Background: an optimization exercise with open tools, aiming at small area, a short achievable clock period and few clock cycles. Do not read the settings as production practice. Function not checked in this run: the RTL went through the layout flow alone. Power and IR drop assume default switching activity.

**flow/run.sh**
```bash
#!/bin/bash
# synth_recipe.tcl (not shown) runs the flow's synth.tcl, then flattens the netlist and writes it again
# the make line also repeats each setting of config.mk as NAME=value (left out here)
make -C /OpenROAD-flow-scripts/flow DESIGN_CONFIG=/design/flow/config.mk WORK_HOME=/design/flow/orfs CLKGATE_MAP_FILE= SYNTH_SCRIPT=/design/flow/synth_recipe.tcl finish
```
**flow/config.mk**
```make
export PLATFORM = sky130hd
export DESIGN_NAME = morse_dibit_decoder
export DESIGN_NICKNAME = morse_dibit_decoder
export VERILOG_FILES = /design/flow/design.v
export SDC_FILE = /design/flow/constraint.sdc
export NUM_CORES = 4
export LEC_CHECK = 0
export CAP_MARGIN = 20
export CORE_MARGIN = 2
export CORE_UTILIZATION = 40
export SLEW_MARGIN = 20
```
**flow/constraint.sdc**
```tcl
create_clock -name core_clock -period 6.0 [get_ports {clk_i}]
set_input_delay 1.2000 -clock core_clock [delete_from_list [all_inputs] [get_ports {clk_i}]]
set_output_delay 1.2000 -clock core_clock [all_outputs]
set_load 0.01 [all_outputs]
```
**flow/design.v**
```verilog
`default_nettype none
package mdd_pkg;
  localparam int TABLE_ENTRIES = 64;
  localparam int MAX_SYMBOLS   = 8;
  localparam int IDX_IN_W = 6;
  localparam int CODE_W   = 16;
  localparam int CHAR_W   = 8;
  localparam int BYTE_W   = 8;
  localparam int KEY_W = MAX_SYMBOLS + 1;
  localparam int PAY_W = IDX_IN_W + KEY_W + 1 + CHAR_W;
  localparam int CMD_W = 1 + PAY_W;
  localparam int RES_W = CHAR_W + 2;
  localparam int ENTRY_W = 1 + KEY_W + CHAR_W;
  localparam logic [CHAR_W-1:0] SPACE_CHAR = 8'd32;
endpackage
`default_nettype wire
`default_nettype none
module mdd_fifo (
  input  wire logic                       clk_i,
  input  wire logic                       rst_ni,
  input  wire logic                       push_i,
  input  wire logic [mdd_pkg::RES_W-1:0]  data_i,
  input  wire logic                       pop_i,
  output logic      [mdd_pkg::RES_W-1:0]  data_o,
  output logic                            empty_o,
  output logic                            busy_o    
);
  localparam int W = mdd_pkg::RES_W;
  logic [W-1:0] r0_q, r1_q, r2_q;
  logic [1:0]   cnt_q, cnt_d;
  logic         empty_q;
  logic         do_pop;
  assign do_pop  = pop_i && !empty_q;
  assign data_o  = r0_q;
  assign empty_o = empty_q;
  assign busy_o  = cnt_q[1];
  always_comb begin
    cnt_d = cnt_q;
    if (push_i && !do_pop) cnt_d = cnt_q + 2'd1;
    else if (do_pop && !push_i) cnt_d = cnt_q - 2'd1;
  end
  always_ff @(posedge clk_i or negedge rst_ni) begin
    if (!rst_ni) begin
      cnt_q   <= '0;
      empty_q <= 1'b1;
    end else begin
      cnt_q   <= cnt_d;
      empty_q <= (cnt_d == 2'd0);
    end
  end
  always_ff @(posedge clk_i) begin
    if (do_pop) begin
      r0_q <= (cnt_q >= 2'd2) ? r1_q : data_i;
      r1_q <= (cnt_q == 2'd3) ? r2_q : data_i;
      r2_q <= data_i;
    end else begin
      if (cnt_q == 2'd0) r0_q <= data_i;
      if (cnt_q == 2'd1) r1_q <= data_i;
      if (cnt_q == 2'd2) r2_q <= data_i;
    end
  end
endmodule
`default_nettype wire
`default_nettype none
module mdd_front (
  input  wire logic                          clk_i,
  input  wire logic                          rst_ni,
  input  wire logic                          push_i,
  output logic                               full_o,
  input  wire logic                          mode_i,
  input  wire logic [mdd_pkg::IDX_IN_W-1:0]  entry_index_i,
  input  wire logic [mdd_pkg::CODE_W-1:0]    entry_code_i,
  input  wire logic [mdd_pkg::CHAR_W-1:0]    entry_char_i,
  input  wire logic                          entry_valid_i,
  input  wire logic [mdd_pkg::BYTE_W-1:0]    data_byte_i,
  input  wire logic                          cmd_pop_i,
  output logic      [mdd_pkg::CMD_W-1:0]     cmd_o,
  output logic                               cmd_valid_o
);
  localparam int CW = mdd_pkg::CMD_W;
  logic [7:0]  s, z, zab;
  logic        formable;
  logic [8:0]  mk;
  logic [CW-1:0] cmd_in;
  logic [CW-1:0] q0_q, q1_q;
  logic          v0_q, v1_q;
  logic          take;
  logic [1:0]    n_d;
  always_comb begin
    for (int i = 0; i < 8; i++) begin
      s[i] = entry_code_i[2*i+1] ^ entry_code_i[2*i];
      z[i] = !(entry_code_i[2*i+1] | entry_code_i[2*i]);
    end
    zab[7] = z[7];
    for (int i = 6; i >= 0; i--) zab[i] = z[i] & zab[i+1];
    formable = s[0];
    for (int i = 1; i < 8; i++) formable = formable & (s[i] | zab[i]);
    mk[0] = entry_code_i[1];
    for (int k = 1; k < 8; k++) mk[k] = s[k] ? entry_code_i[2*k+1] : s[k-1];
    mk[8] = s[7];
  end
  assign cmd_in = {mode_i, entry_index_i, mk, entry_valid_i & formable,
                   mode_i ? data_byte_i : entry_char_i};
  assign take        = push_i && !v1_q;
  assign full_o      = v1_q;
  assign cmd_o       = q0_q;
  assign cmd_valid_o = v0_q;
  assign n_d = 2'(v0_q) + 2'(v1_q) - 2'(cmd_pop_i) + 2'(take);
  always_ff @(posedge clk_i or negedge rst_ni) begin
    if (!rst_ni) begin
      v0_q <= 1'b0;
      v1_q <= 1'b0;
    end else begin
      v0_q <= (n_d != 2'd0);
      v1_q <= (n_d == 2'd2);
    end
  end
  always_ff @(posedge clk_i) begin
    if (cmd_pop_i) begin
      q0_q <= v1_q ? q1_q : cmd_in;
    end else if (!v0_q) begin
      q0_q <= cmd_in;
    end
    if (v0_q && !v1_q && !cmd_pop_i) begin
      q1_q <= cmd_in;
    end
  end
endmodule
`default_nettype wire
`default_nettype none
module mdd_back (
  input  wire logic                       clk_i,
  input  wire logic                       rst_ni,
  input  wire logic [mdd_pkg::CMD_W-1:0]  cmd_i,
  input  wire logic                       cmd_valid_i,
  output logic                            cmd_pop_o,
  input  wire logic                       res_busy_i,
  output logic                            res_push_o,
  output logic      [mdd_pkg::RES_W-1:0]  res_o
);
  localparam int N  = mdd_pkg::TABLE_ENTRIES;
  localparam int KW = mdd_pkg::KEY_W;
  localparam int CH = mdd_pkg::CHAR_W;
  localparam int EW = mdd_pkg::ENTRY_W;
  logic          c_load;
  logic [5:0]    c_slot;
  logic [KW-1:0] c_code;
  logic          c_valid;
  logic [CH-1:0] c_chr;
  assign c_load  = !cmd_i[mdd_pkg::CMD_W-1];
  assign c_slot  = cmd_i[mdd_pkg::PAY_W-1 -: 6];
  assign c_code  = cmd_i[CH+1 +: KW];
  assign c_valid = cmd_i[CH];
  assign c_chr   = cmd_i[CH-1:0];
  logic [KW-1:0] let_q;         
  logic          ovf_q;         
  logic [3:0]    dr_tok_q;      
  logic [3:0]    dr_sp_q;       
  logic [KW-1:0] dr_ka_q;       
  logic [2:0]    dr_kb_q;       
  logic          dr_used_q;     
  logic          tk_v_q, tk_sp_q, tk_eob_q;
  logic [KW-1:0] tk_key_q;
  logic          mv_v_q, mv_sp_q, mv_eob_q;
  logic [N-1:0]  mv_q;
  logic          p_v_q, p_fin_q, p_sp_q;
  logic [CH-1:0] p_chr_q;
  logic [5:0]    rot_q;
  logic          stall;
  assign stall = res_busy_i;
  logic [KW-1:0] a_let;
  logic          a_ovf;
  logic [3:0]    a_tok, a_sp;
  logic [KW-1:0] a_ka;
  logic [2:0]    a_kb;
  logic          a_got;
  logic [1:0]    a_d;
  always_comb begin
    a_let = let_q;
    a_ovf = ovf_q;
    a_tok = '0;
    a_sp  = '0;
    a_ka  = '0;
    a_kb  = '0;
    a_got = 1'b0;
    for (int i = 0; i < 4; i++) begin
      a_d = c_chr[7-2*i -: 2];
      case (a_d)
        2'b11: begin
          a_tok[i] = 1'b1;
          a_sp[i]  = 1'b1;
        end
        2'b10, 2'b01: begin
          if (a_let[KW-1]) a_ovf = 1'b1;
          else a_let = {a_let[KW-2:0], a_d[1]};
        end
        default: begin
          if (!a_ovf && (a_let != KW'(1))) begin
            a_tok[i] = 1'b1;
            if (!a_got) a_ka = a_let;
            else a_kb = a_let[2:0];
            a_got = 1'b1;
          end
          a_let = KW'(1);
          a_ovf = 1'b0;
        end
      endcase
    end
  end
  logic       b_issue;
  logic [3:0] b_first;      
  logic [3:0] b_rest;
  logic       b_eob;
  logic       b_sp;
  logic       dr_free;
  logic       tk_adv;
  assign tk_adv  = tk_v_q && !stall;
  assign b_first = dr_tok_q & ~(dr_tok_q - 4'd1);
  assign b_rest  = dr_tok_q & ~b_first;
  assign b_eob   = (b_rest == 4'd0);
  assign b_sp    = |(b_first & dr_sp_q);
  assign b_issue = (dr_tok_q != 4'd0) && (!tk_v_q || !stall);
  assign dr_free = (dr_tok_q == 4'd0) || (b_issue && b_eob);
  logic a_take_byte, a_load_ok, a_write;
  assign a_load_ok   = (dr_tok_q == 4'd0) && !tk_v_q && (c_slot == rot_q);
  assign a_write     = cmd_valid_i && c_load && a_load_ok;
  assign a_take_byte = cmd_valid_i && !c_load && ((a_tok == 4'd0) || dr_free);
  assign cmd_pop_o   = a_write || a_take_byte;
  always_ff @(posedge clk_i or negedge rst_ni) begin
    if (!rst_ni) begin
      let_q    <= KW'(1);
      ovf_q    <= 1'b0;
      dr_tok_q <= '0;
      tk_v_q   <= 1'b0;
      mv_v_q   <= 1'b0;
      rot_q    <= 6'd62;
    end else begin
      rot_q <= rot_q + 6'd1;
      if (a_take_byte) begin
        let_q <= a_let;
        ovf_q <= a_ovf;
      end
      if (a_take_byte && (a_tok != 4'd0)) dr_tok_q <= a_tok;
      else if (b_issue) dr_tok_q <= b_rest;
      if (b_issue) tk_v_q <= 1'b1;
      else if (tk_adv) tk_v_q <= 1'b0;
      mv_v_q <= tk_adv;
    end
  end
  always_ff @(posedge clk_i) begin
    if (a_take_byte && (a_tok != 4'd0)) begin
      dr_sp_q   <= a_sp;
      dr_ka_q   <= a_ka;
      dr_kb_q   <= a_kb;
      dr_used_q <= 1'b0;
    end else if (b_issue && !b_sp) begin
      dr_used_q <= 1'b1;
    end
    if (b_issue) begin
      tk_sp_q  <= b_sp;
      tk_eob_q <= b_eob;
      tk_key_q <= dr_used_q ? KW'(dr_kb_q) : dr_ka_q;
    end
  end
  logic [N-1:0] ring_v_q;
  logic [N-1:0][KW+CH-1:0] ring_d_q;
  always_ff @(posedge clk_i or negedge rst_ni) begin
    if (!rst_ni) begin
      ring_v_q <= '0;
    end else begin
      ring_v_q <= {a_write ? c_valid : ring_v_q[0], ring_v_q[N-1:1]};
    end
  end
  always_ff @(posedge clk_i) begin
    for (int j = 0; j < N - 1; j++) ring_d_q[j] <= ring_d_q[j+1];
    ring_d_q[N-1] <= a_write ? {c_code, c_chr} : ring_d_q[0];
  end
  logic [N-1:0] l1_m;
  always_comb begin
    for (int j = 0; j < N; j++) begin
      l1_m[j] = ring_v_q[j] && (ring_d_q[j][CH +: KW] == tk_key_q);
    end
  end
  always_ff @(posedge clk_i) begin
    mv_q     <= {l1_m[0], l1_m[N-1:1]};
    mv_sp_q  <= tk_sp_q;
    mv_eob_q <= tk_eob_q;
  end
  logic [N-1:0]   l2_h;
  logic [2*N-1:0] l2_v, l2_pre, l2_first;
  logic [N-1:0]   l2_sel;
  logic           l2_hit;
  logic [CH-1:0]  l2_chr;
  always_comb begin
    for (int j = 0; j < N; j++) l2_h[j] = (7'(j) + 7'(rot_q)) >= 7'd64;
    l2_v = {mv_q, mv_q & l2_h};
    l2_pre[0] = 1'b0;
    for (int k = 1; k < 2 * N; k++) l2_pre[k] = l2_pre[k-1] | l2_v[k-1];
    l2_first = l2_v & ~l2_pre;
    l2_sel   = l2_first[N-1:0] | l2_first[2*N-1:N];
    l2_hit   = |mv_q;
    l2_chr   = '0;
    for (int j = 0; j < N; j++) l2_chr = l2_chr | ({CH{l2_sel[j]}} & ring_d_q[j][CH-1:0]);
  end
  logic          n_ex;
  logic [CH-1:0] n_chr;
  assign n_ex  = mv_v_q && (mv_sp_q || l2_hit);
  assign n_chr = mv_sp_q ? mdd_pkg::SPACE_CHAR : l2_chr;
  always_comb begin
    res_push_o = 1'b0;
    if (p_v_q) begin
      if (mv_v_q) res_push_o = p_fin_q || n_ex || mv_eob_q;
      else        res_push_o = p_fin_q && !res_busy_i;
    end
    res_o = {p_chr_q, p_sp_q, p_fin_q || !n_ex};
  end
  always_ff @(posedge clk_i or negedge rst_ni) begin
    if (!rst_ni) begin
      p_v_q <= 1'b0;
    end else begin
      if (n_ex) p_v_q <= 1'b1;
      else if (res_push_o) p_v_q <= 1'b0;
    end
  end
  always_ff @(posedge clk_i) begin
    if (n_ex) begin
      p_chr_q <= n_chr;
      p_sp_q  <= mv_sp_q;
      p_fin_q <= mv_eob_q;
    end
  end
endmodule
`default_nettype wire
`default_nettype none
module morse_dibit_decoder (
  input  wire logic                          clk_i,
  input  wire logic                          rst_ni,
  input  wire logic                          push,
  output logic                               full,
  input  wire logic                          mode_i,
  input  wire logic [mdd_pkg::IDX_IN_W-1:0]  entry_index_i,
  input  wire logic [mdd_pkg::CODE_W-1:0]    entry_code_i,
  input  wire logic [mdd_pkg::CHAR_W-1:0]    entry_char_i,
  input  wire logic                          entry_valid_i,
  input  wire logic [mdd_pkg::BYTE_W-1:0]    data_byte_i,
  output logic                               empty,
  input  wire logic                          pop,
  output logic      [mdd_pkg::CHAR_W-1:0]    out_char_o,
  output logic                               is_space_o,
  output logic                               last_o
);
  logic [mdd_pkg::CMD_W-1:0] cmd;
  logic                      cmd_valid;
  logic                      cmd_pop;
  logic [mdd_pkg::RES_W-1:0] res;
  logic                      res_push;
  logic                      res_busy;
  logic [mdd_pkg::RES_W-1:0] res_out;
  mdd_front u_front (
    .clk_i        (clk_i),
    .rst_ni       (rst_ni),
    .push_i       (push),
    .full_o       (full),
    .mode_i       (mode_i),
    .entry_index_i(entry_index_i),
    .entry_code_i (entry_code_i),
    .entry_char_i (entry_char_i),
    .entry_valid_i(entry_valid_i),
    .data_byte_i  (data_byte_i),
    .cmd_pop_i    (cmd_pop),
    .cmd_o        (cmd),
    .cmd_valid_o  (cmd_valid)
  );
  mdd_back u_back (
    .clk_i      (clk_i),
    .rst_ni     (rst_ni),
    .cmd_i      (cmd),
    .cmd_valid_i(cmd_valid),
    .cmd_pop_o  (cmd_pop),
    .res_busy_i (res_busy),
    .res_push_o (res_push),
    .res_o      (res)
  );
  mdd_fifo u_res_fifo (
    .clk_i  (clk_i),
    .rst_ni (rst_ni),
    .push_i (res_push),
    .data_i (res),
    .pop_i  (pop),
    .data_o (res_out),
    .empty_o(empty),
    .busy_o (res_busy)
  );
  assign out_char_o = res_out[mdd_pkg::RES_W-1 -: mdd_pkg::CHAR_W];
  assign is_space_o = res_out[1];
  assign last_o     = res_out[0];
endmodule
`default_nettype wire
```
==> key figures <==
Run status
  – Status: complete, but fails checks
  – SO Faults: negative setup slack

Placed design
  – Input/output buffers: 55
  – Placed Instances: 5533
  – Placed cell areas: approximately 0.05 mm²
  – GPL Wtd Cong: 1.09
  – DP HPWL: between 100 and 150 mm

Setup path
  – Setup Crit Path Kind: flop to flop
  – CP max FO: 13
  – R2r worst-path depth: 12
  – CP arrival: 6800 ps
  – Worst EP required: 6600 ps
  – Startpoint types: flop
  – CP Capture Type: flop
  – R2R Setup Slk: -200 ps

Route
  – DR iter-0 viols: 4297
  – Vias/cell: 5.83
  – Vias: 33800
  – Drt pass-1 iters: 8
  – DR DRC count: 0
  – Total Routed Length: 185 mm
  – Antenna violation net count after detailed routing: 0
  – Per-cell routed wire length: about 32 µm

GRT
  – Largest net degree at the start of global routing: 52
  – Gr ovfl total: 0
  – First-pass GRT wire length: about 260 mm
  – Vias in the first global route: 33500
  – Total GRT Usage: 0.302
  – Antenna violations before repair: 14

Synth
  – Largest family of logic cells by synthesized area: simple AND/OR/NAND/NOR gates
  – Cells after synthesis: 3976
  – Synth async-reset ratio: 0.0674
  – Synth Flop Type: dfxtp_1
  – Xor-xnor portion of the synthesized cell area: 0.109
  – Synth cell types: 118
  – Seq/Total Area, Yosys: 0.613
  – Post-synthesis simple-gate area fraction: 0.122
  – Compound-gate portion of the synthesized area: 0.104
  – Post-synthesis mux area share: 0.0224
  – Synth Area in Adders: 0.00715
  – Yosys reg bits: between 1000 and 1500
  – Syn nets: 4044
  – EDFF count, synth: 117
  – Synth warnings: 3
  – Cell area after synthesis: ~0.047 mm²
  – Syn avg cell area: 11.9 µm²

Floorplan
  – I/O pins: 56
  – Starting Density: 0.402
  – Die area: 0.121 mm²
  – Chip height: 348 µm
  – Die X: roughly 350 µm
  – Core area: between 0.1 and 0.15 mm²
  – Number of core rows: 126

Cells and area
  – Commonest non-fill, non-tap cell in the layout: dfxtp_1
  – Commonest cells after routing, fill and taps aside: dfxtp_1, xnor2_1, nand2_1
  – Final instance area: 0.0547 mm²
  – Final std cells w/o fill: 5793
  – Nets: 4207
  – # fillers: 10700
  – Area Growth Syn to Fin: 15.8%
  – Layout cells sized above 1: 0.124

Clocking
  – Cts repair resizes: 0
  – CTS tree: built
  – Hold buffers post-CTS: 0
  – CTS clock-pin slew for the worst setup and hold paths: 70 ps
  – Sink Count: 1364
  – CTS buffer count: 140
  – Clock Latency Late Sink: between 700 and 800 ps
  – CTS root buf: clkbuf_16
  – CTS H-tree lvls: 4
  – Post-CTS setup buffer count: 0
  – Max clock buf depth: 3

Timing
  – Minimum hold slack: 343 ps
  – RSZ-0062 raised after global routing: false
  – Setup ws final: -201 ps
  – Final setup violation count: 4
  – Final Hold Viols: 0
  – Fin. max-slew vios: 0
  – Final min period: 6200 ps
  – Slew headroom: 0.128
  – Peak Freq: 0.161 GHz
  – Final clock skew: 30.4 ps
  – Fin crit share: 1.03
  – Slew @ Worst Pin: 1300 ps

Power
  – P_leak: 19.9 nW
  – Power Dens Cells: 443 mW/mm²
  – Max rail drop VDD: 0.000344 V
  – Total power: 24.2 mW

Worst hold path
  – Hold path depth: 0
  – Worst hold path type: flop to flop

Run
  – Max cap viols: 0
kinds of logic after synthesis:
kind of cell | after synthesis
buffers and inverters | 233
AND/OR/NAND/NOR | 1022
XOR/XNOR | 590
flip-flops | 1364
adder cells (fa/ha/maj) | 27
multiplexers | 95
AO/OA/AOI/OAI | 645
routing by layer:
metal,part of all wire,GRT usage
met4,0.071,0.181
met5,0.00034,0
met2,0.42,0.447
met3,0.089,0.0722
met1,0.42,0.399
flip-flops by register name, summed over array words and instances (netlist names), 4 cells and up:
signal and flops:
u_back.mv_q 64, u_back.let_q 9, u_res_fifo.r2_q 10, u_back.dr_ka_q 9
u_back.dr_sp_q 4, u_back.tk_key_q 9, u_back.ring_v_q 64, u_front.q1_q 25
u_back.p_chr_q 8, u_res_fifo.r0_q 10, u_back.dr_tok_q 4, u_front.q0_q 25
u_back.rot_q 6, u_back.ring_d_q 1088, u_res_fifo.r1_q 10
power breakdown:
group          switching, mW  internal, mW
Sequential             0.330          9.87
Combinational           3.13          2.08
Clock                   3.75          5.07
Total                   7.20          17.0
layout make-up:
class | instances | area (µm²) | share of cell area
clock inverters | 52 | 607 | 0.0111
repair buffers | 184 | 1530 | 0.0279
flip-flops and latches | 1364 | 28900 | 0.529
inverters | 70 | 263 | 0.00480
clock buffers | 204 | 4110 | 0.0751
diodes | 4 | 10.0 | 0.000183
multi-input cells | 2379 | 17300 | 0.317
well taps | 1536 | 1920 | 0.0351
worst paths after layout:
check,from,end
min in group asynchronous,rst_ni,u_back.let_q[7]
worst max register to register,u_back.rot_q[0],u_back.p_chr_q[4]
worst min-delay path,u_back.tk_sp_q,u_back.mv_sp_q
worst max-delay path,u_back.rot_q[0],u_back.p_chr_q[4]
worst min register to register,u_back.tk_sp_q,u_back.mv_sp_q
max in group asynchronous,rst_ni,u_back.ring_v_q[31]
Yosys cell counts (15+ instances only):
| master | number | area share |
|---|---|---|
| dfxtp_1 | 1155 | 0.49 |
| xnor2_1 | 586 | 0.11 |
| nand2_1 | 235 | 0.019 |
| nand4_1 | 188 | 0.025 |
| nor3_1 | 121 | 0.013 |
| edfxtp_1 | 117 | 0.074 |
| nor2_1 | 115 | 0.0091 |
| a22oi_1 | 94 | 0.015 |
| dfrtp_1 | 85 | 0.045 |
| a21oi_1 | 80 | 0.0085 |
| clkbuf_1 | 77 | 0.0061 |
| o21ai_0 | 77 | 0.0082 |
| nand3_1 | 73 | 0.0077 |
| inv_1 | 68 | 0.0054 |
| mux2_2 | 65 | 0.015 |
| and3_1 | 53 | 0.0070 |
| a32oi_1 | 47 | 0.0087 |
| nor4_1 | 36 | 0.0048 |
| a222oi_1 | 31 | 0.0066 |
| a22o_1 | 31 | 0.0057 |
| a221oi_1 | 28 | 0.0052 |
| buf_1 | 28 | 0.0022 |
| buf_2 | 26 | 0.0028 |
| nor2b_1 | 24 | 0.0032 |
| o21a_1 | 24 | 0.0038 |
| a21o_1 | 23 | 0.0037 |
| ha_1 | 23 | 0.0061 |
| a211oi_1 | 22 | 0.0035 |
| and2_1 | 21 | 0.0028 |
| mux2_1 | 21 | 0.0050 |
| a31oi_1 | 17 | 0.0023 |
| a32o_1 | 17 | 0.0036 |
| buf_4 | 16 | 0.0025 |
| or3_1 | 16 | 0.0021 |
| nand2b_1 | 15 | 0.0020 |
| o211ai_1 | 15 | 0.0024 |
through the flow:
step,setup TNS (ps),utilization,setup slack [ps]
floorplan,0,-,579
global placement,0,0.425,284
detailed placement,0,0.425,331
CTS,0,0.465,251
global route,0,0.465,14.9
finish,-481,0.465,-201
critical path, stage by stage (launching register included):
cell and delay [ps]:
dfrtp_1 430, inv_1 110, ha_1 570, nor2b_1 240, o311a_1 420, nor4_1 530
nand4_1 760, nor4_1 1300, or2_0 930, a22oi_1 250, nand3_1 150, nor4_1 100
a41oi_1 240

## re-timing with driven ports
The flow's constraints put no driver on any port. The routed layout listed below was extracted and timed again, unchanged, in two steps.
Step 1: set_driving_cell puts a clkbuf_16 on clk_i and a buf_2 on each other input, an assumption about the parent block.
Step 2 also shifts input and output timing later by t, the mid clock arrival at the registers, as if the neighbouring blocks saw the same clock.
Three values: ideal ports, drivers, drivers and shift; two values: the first two.
shift t [ns]: 0.827
setup slack, ns: -0.201 / -0.201 / -0.201
worst hold slack (ns): 0.343 / 0.343 / 0.343
worst slew at a driven data input, ns: 0.06
The setup slack of this run moves by 0.000 ns with the drivers and by 0.000 ns with both steps.
